What follows belongs to an exercise in optimizing a design on an open flow for small area, a short achievable clock period and few clock cycles; a production flow would make more cautious choices.
No functional check of the RTL was part of any run shown here.
Power and IR drop assume default switching activity.

==> flow/design.v, too long to show whole: its modules and the start of the top module <==
// module window_sequencer: 77 lines
// module filter_cache: 26 lines
// module tile_mac: 1198 lines
// module mac_fa: 10 lines
// module mac_ha: 9 lines
// module output_writer: 30 lines
// module conv_top: 65 lines
module conv_top (
  input  wire logic                     clock,
  input  wire logic                     rst_n,
  input  wire logic                     go,
  output logic                          finish,
  output logic [conv_pkg::IMAGE_ADDR_W-1:0]       image_address,
  output logic                          image_enable,
  input  wire logic [conv_pkg::DATA_W-1:0]        image_data,
  output logic [conv_pkg::FILTER_ADDR_W-1:0]      filter_address,
  output logic                          filter_enable,
  input  wire logic [conv_pkg::DATA_W-1:0]        filter_data,
  output logic [conv_pkg::OUTPUT_ADDR_W-1:0]      output_address,
  output logic [conv_pkg::DATA_W-1:0]             output_data,
  output logic                          output_write
);
  // ...
==> flow/run.sh <==
#!/bin/bash
# synth_recipe.tcl (not shown) runs the flow's synth.tcl, then flattens the netlist and writes it again
# the make line also repeats each setting of config.mk as NAME=value (left out here)
make -C /OpenROAD-flow-scripts/flow DESIGN_CONFIG=/design/flow/config.mk WORK_HOME=/design/flow/orfs CLKGATE_MAP_FILE= SYNTH_SCRIPT=/design/flow/synth_recipe.tcl finish
==> flow/config.mk <==
export PLATFORM = sky130hd
export DESIGN_NAME = conv_top
export DESIGN_NICKNAME = conv_top
export VERILOG_FILES = /design/flow/design.v
export SDC_FILE = /design/flow/constraint.sdc
export NUM_CORES = 4
export LEC_CHECK = 0
export CAP_MARGIN = 20
export CORE_MARGIN = 2
export CORE_UTILIZATION = 40
export SLEW_MARGIN = 20
export SYNTH_HIERARCHICAL = 1
==> flow/constraint.sdc <==
create_clock -name core_clock -period 11.0 [get_ports {clock}]
set_input_delay 2.2000 -clock core_clock [delete_from_list [all_inputs] [get_ports {clock}]]
set_output_delay 2.2000 -clock core_clock [all_outputs]
set_load 0.01 [all_outputs]
==> impl_metrics.csv, run 1 <==
group,metric,value,unit
power,pg_clk,1.05,mW
grt,grt_use_total,0.162,
worst_setup_path,endpoint_kind,"register",
final_layout,area_growth,13.4,%
yosys,yosys.area_share.simple,0.0750,
timing,skew,0.00954,ns
clock_tree,clock_latency,0.56,ns
detailed_routing,routed.top_layer,"met4",
final_layout,drive_above_1_share,0.0768,
yosys,synth_cells,1167,
yosys,synth_top_family_by_area,"adder cells",
job,drv_cap,0,
worst_setup_path,cp_slowest_cell,"dfxtp_1",
yosys,ys.flop_type,"dfxtp_1",
final_layout,top_register,"u_filter_cache.ring",
detailed_routing,drt-total-wl,28.7,mm
die,tap_cells,455,
yosys,synth_fa_ha_area_frac,0.280,
hold_path,min_path_cells,0,
timing,whs,0.320,ns
final_layout,design_area,16100,um2
detailed_routing,drt-met1-wl,13.0,mm
final_layout,insertedDiodeCount,0,
final_layout,top_regs,"u_filter_cache.ring: 144 flops, u_tile_mac.acc_c: 32 flops, u_tile_mac.acc_s: 32 flops",
power,leakage,6.45,nW
worst_setup_path,path_cells,"inv_1 -> ha_1 -> nor3b_1 -> a211oi_4 -> xnor2_1 -> nor4_4 -> ha_1 -> ha_1 -> xor2_1 -> xnor2_1 -> ha_1 -> nor3b_1 -> a211oi_1 -> a41o_1 -> a31oi_1 -> ha_1 -> and2_1",
power,power_frac_seq,0.324,
yosys,ys_seq_area_frac,0.399,
power,p_sw,1.56,mW
final_layout,layout.cells.most_common,"dfxtp_1",
clock_tree,cts.hold.buffers_added,0,
yosys,muxShareOfSynthArea,0.0167,
placement,dp_hpwl,20.1,mm
worst_setup_path,worstPathRequired,11.46,ns
power,p_seq,1.43,mW
detailed_routing,viasPerCell,4.95,
placement,dp_cells,1599,
status,status,"no timing/DRC/antenna violations",
final_layout,seq_cells,281,
==> run 2: changes to the inputs <==
--- a/flow/config.mk
+++ b/flow/config.mk
@@ -6,4 +6,5 @@
 export NUM_CORES = 4
 export LEC_CHECK = 0
+export ABC_AREA = 1
 export CAP_MARGIN = 20
 export CORE_MARGIN = 2
==> run 2 against run 1 <==
Compared with the run above: sequential cell count is the same; clock skew up 0.0027 ns; global-route usage increased by 0.23 points; routed wire length increased by 0.27%; synthesized cell count rose by 13%; register-to-register slack better by 0.47 ns; critical path depth down 16; cell count grew 11%; utilization is 0.32 points higher; sequential power is essentially flat; largest cell class unchanged; largest power group unchanged.
==> impl_metrics.csv, run 2 <==
group,metric,value,unit
clock_tree,cts_buffers,31,
die,fp.coreArea,34600,um2
die,rows,68,
placement,port_buffers,68,
timing,slew_viol_final,0,
power,ir_worst_vdd,188,uV
power,p_sw,1.64,mW
worst_setup_path,critPathTopFamily,"buffers and inverters",
placement,dp_hpwl,20.8,mm
yosys,synth.ff_latch_count,281,
final_layout,drive_above_1_share,0.0681,
final_layout,mostFrequentLayoutCells,"dfxtp_1 (277), inv_1 (167), fa_1 (152)",
yosys,synth_enable_flop_cells,4,
yosys,synthTopCellsByArea,"dfxtp_1 (39%), fa_1 (22%), xor2_1 (8.3%)",
die,start_util,0.408,
clock_tree,post_cts_buffers,0,
grt,overflow,0,
power,leakage,7.42,nW
timing,relSlewSlack,0.297,
final_layout,largest_register_ffs,144,
final_layout,top_regs,"u_filter_cache.ring: 144 flops, u_tile_mac.acc_c: 32 flops, u_tile_mac.acc_s: 32 flops",
die,io_pins,71,
timing,hold_violations,0,
status,status,"no timing/DRC/antenna violations",
clock_tree,clock_latency,0.57,ns
clock_tree,ctsLongestPathBuffers,3,
timing,final.setup.tns,0,ns
clock_tree,cts.hold.buffers_added,0,
worst_setup_path,cpPeakStageDelay,0.61,ns
timing,fmax,259,MHz
grt,antenna_found_initial,1,
detailed_routing,ant_nets,0,
timing,rsz0062_at_grt,"false",
power,total_power,4.53,mW
final_layout,design_area,16200,um2
yosys,synth.most_common_cell,"dfxtp_1",
hold_path,hold_class,"reg2reg",
worst_setup_path,worstPathRequired,8.80,ns
yosys,ys_seq_area_frac,0.401,
worst_setup_path,worst-path-buf-inv,1,
worst_setup_path,critical_path_class,"reg2out",
detailed_routing,drc,0,
timing,period_share,0.351,
final_layout,top_register,"u_filter_cache.ring",
worst_setup_path,endpoint_kind,"output pin",
grt,grt_pass1_vias,9251,
worst_setup_path,cp.depth,1,
yosys,synth_nets,1585,
power,power.density,280,nW/um2
yosys,yosysTopAreaCell,"dfxtp_1",
clock_tree,h-tree-depth,1,
clock_tree,cts.sinks,281,
worst_setup_path,path_cells,"clkdlybuf4s50_1",
timing,setup_viol,0,
placement,routabilityCongestion,0.826,
detailed_routing,drt_iter0_markers,587,
die,die_h,192,um
timing,tightestPinTransition,1.05,ns
power,power_frac_comb,0.445,
grt,grt_pass1_wl,47.5,mm
job,drv_cap,0,
worst_setup_path,crit_fanout,8,
detailed_routing,wl_per_cell,15.7,um
final_layout,layout.cells.most_common,"dfxtp_1",
power,p_sw_frac,0.361,
power,power_frac_seq,0.309,
yosys,ys.flop_type,"dfxtp_1",
clock_tree,root_buffer,"clkbuf_16",
yosys,async_flop_share,0,
worst_setup_path,reg2regPathDepth,8,
yosys,ys_top_cells_by_count,"dfxtp_1 (277), inv_1 (167), fa_1 (152)",
detailed_routing,viasPerCell,4.81,
detailed_routing,drt-total-wl,28.8,mm
yosys,synth_cell_type_count,36,
power,internal-power,2.90,mW
timing,fin_crit,3.86,ns
final_layout,insertedDiodeCount,0,
placement,dpl_cell_area,15000,um2
clock_tree,ctsResizeCount,0,
detailed_routing,vias,8832,
grt,grt_max_degree,64,
yosys,yosys_warnings,11,
yosys,synth.avg_cell_area,10.7,um2
timing,skew,0.0123,ns
yosys,synth_cells,1324,
clock_tree,path_clk_slew,0.07,ns
die,die_w,192,um
yosys,mappedNetlistArea,14100,um2
timing,whs,0.318,ns
worst_setup_path,startpoint_type,"register",
final_layout,nNetsFinal,1617,
final_layout,area_growth,14.5,%
power,clkPwrFrac,0.247,
yosys,yosysTopAreaCellShare,0.393,
detailed_routing,firstDrtPassIters,5,
hold_path,min_path_cells,0,
worst_setup_path,cp_slowest_cell,"clkdlybuf4s50_1",
clock_tree,cts_tree,"yes",
grt,grt_use_total,0.164,
worst_setup_path,crit_arrival,1.66,ns
die,die_area,36800,um2
## run 2: per-layer routing
layer / vias up / part of all wire / track usage
li1: 4247 / - / -
met5: - / 0 / 0
met3: 42 / 0.061 / 0.0307
met2: 235 / 0.47 / 0.271
met4: 0 / 0.021 / 0.0444
met1: 4308 / 0.45 / 0.220
## run 2: worst paths after layout
kind | from | to | slack, ns
max | u_sequencer.phase[2]$_SDFF_PN0_ | filter_address[2] | 7.14
min | u_filter_cache.ring[7][2]$_DFF_P_ | u_filter_cache.ring[6][2]$_DFF_P_ | 0.32
max reg2reg | u_sequencer.go_d2$_DFF_P_ | u_tile_mac.acc_c[17]$_DFF_P_ | 7.31
min reg2reg | u_filter_cache.ring[7][2]$_DFF_P_ | u_filter_cache.ring[6][2]$_DFF_P_ | 0.32
## run 2: Yosys stat by module, one instance, submodules excluded, a selection
module / cells inside / copies in the design / cell area (um2) / flip-flops and latches
filter_cache: 202 / 1 / 3190 / 146
mac_fa: 1 / 142 / 20.0 / 0
output_writer: 40 / 1 / 328 / 6
mac_ha: 1 / 24 / 12.5 / 0
window_sequencer: 144 / 1 / 1270 / 26
tile_mac: 772 / 1 / 6180 / 103
## run 2: power by group through the flow
| stage | sequential (mW) | combinational, mW | clock (mW) |
|---|---|---|---|
| 2_1_floorplan | 1.38 | 1.56 | 0 |
| 3_3_place_gp | 1.42 | 1.99 | 0 |
| 3_5_place_dp | 1.42 | 2.07 | 0 |
| 4_1_cts | 1.40 | 2.08 | 1.15 |
| 5_1_grt | 1.42 | 2.41 | 1.20 |
| 6_report | 1.40 | 2.02 | 1.12 |
## run 2: kinds of logic after synthesis
kind of cell	share of synthesized area
buffers and inverters	0.0738
other	0.000532
AND/OR/NAND/NOR	0.0742
AO/OA/AOI/OAI	0.0752
flip-flops	0.401
XOR/XNOR	0.0937
adder cells (fa/ha/maj)	0.281
## run 2: worst reg2reg max path, delay by kind of cell (launching register included)
| family | cells | cell delay, ns |
|---|---|---|
| fa+ha+maj | 5 | 2.26 |
| simple gates | 2 | 0.74 |
| flops | 1 | 0.29 |
| buf+inv | 1 | 0.29 |
## run 2: per-stage QoR
step	setup WS, ns	std cells	util
4_1_cts	7.10	1836	0.467
2_1_floorplan	7.60	1324	-
5_1_grt	7.05	1836	0.467
3_5_place_dp	7.25	1778	0.434
6_report	7.14	1836	0.467
3_3_place_gp	7.29	1778	0.434
## run 2: area by class of cell
cell class | instances | area, um2
Clock inverter | 19 | 290
Sequential cell | 281 | 5670
Inverter | 170 | 638
Multi-Input combinational cell | 796 | 7410
Fill cell | 3254 | 18500
Tap cell | 455 | 569
Timing Repair Buffer | 76 | 741
Clock buffer | 39 | 846

==> afterwards: timing with drivers on the ports <==
How much do the figures lean on ideal ports? The routed layouts below were timed once more, with nothing changed but the port constraints. Step 1, drivers: a clkbuf_16 drives clock and a buf_2 each remaining input, both assumed. Step 2 also shifts input and output timing later by t, the mid clock arrival at the registers, as if the neighbouring blocks saw the same clock. Three values: no drivers, after step 1, after step 2; two values: the first two.
| run | t, ns | setup slack, ns | worst setup path after step 2 |
|---|---|---|---|
| run 1 | 0.609 | 6.839 / 6.839 / 6.839 | register to register |
| run 2 | 0.619 | 7.144 / 7.091 / 7.270 | input to register |
After both steps every run listed still meets setup and hold.
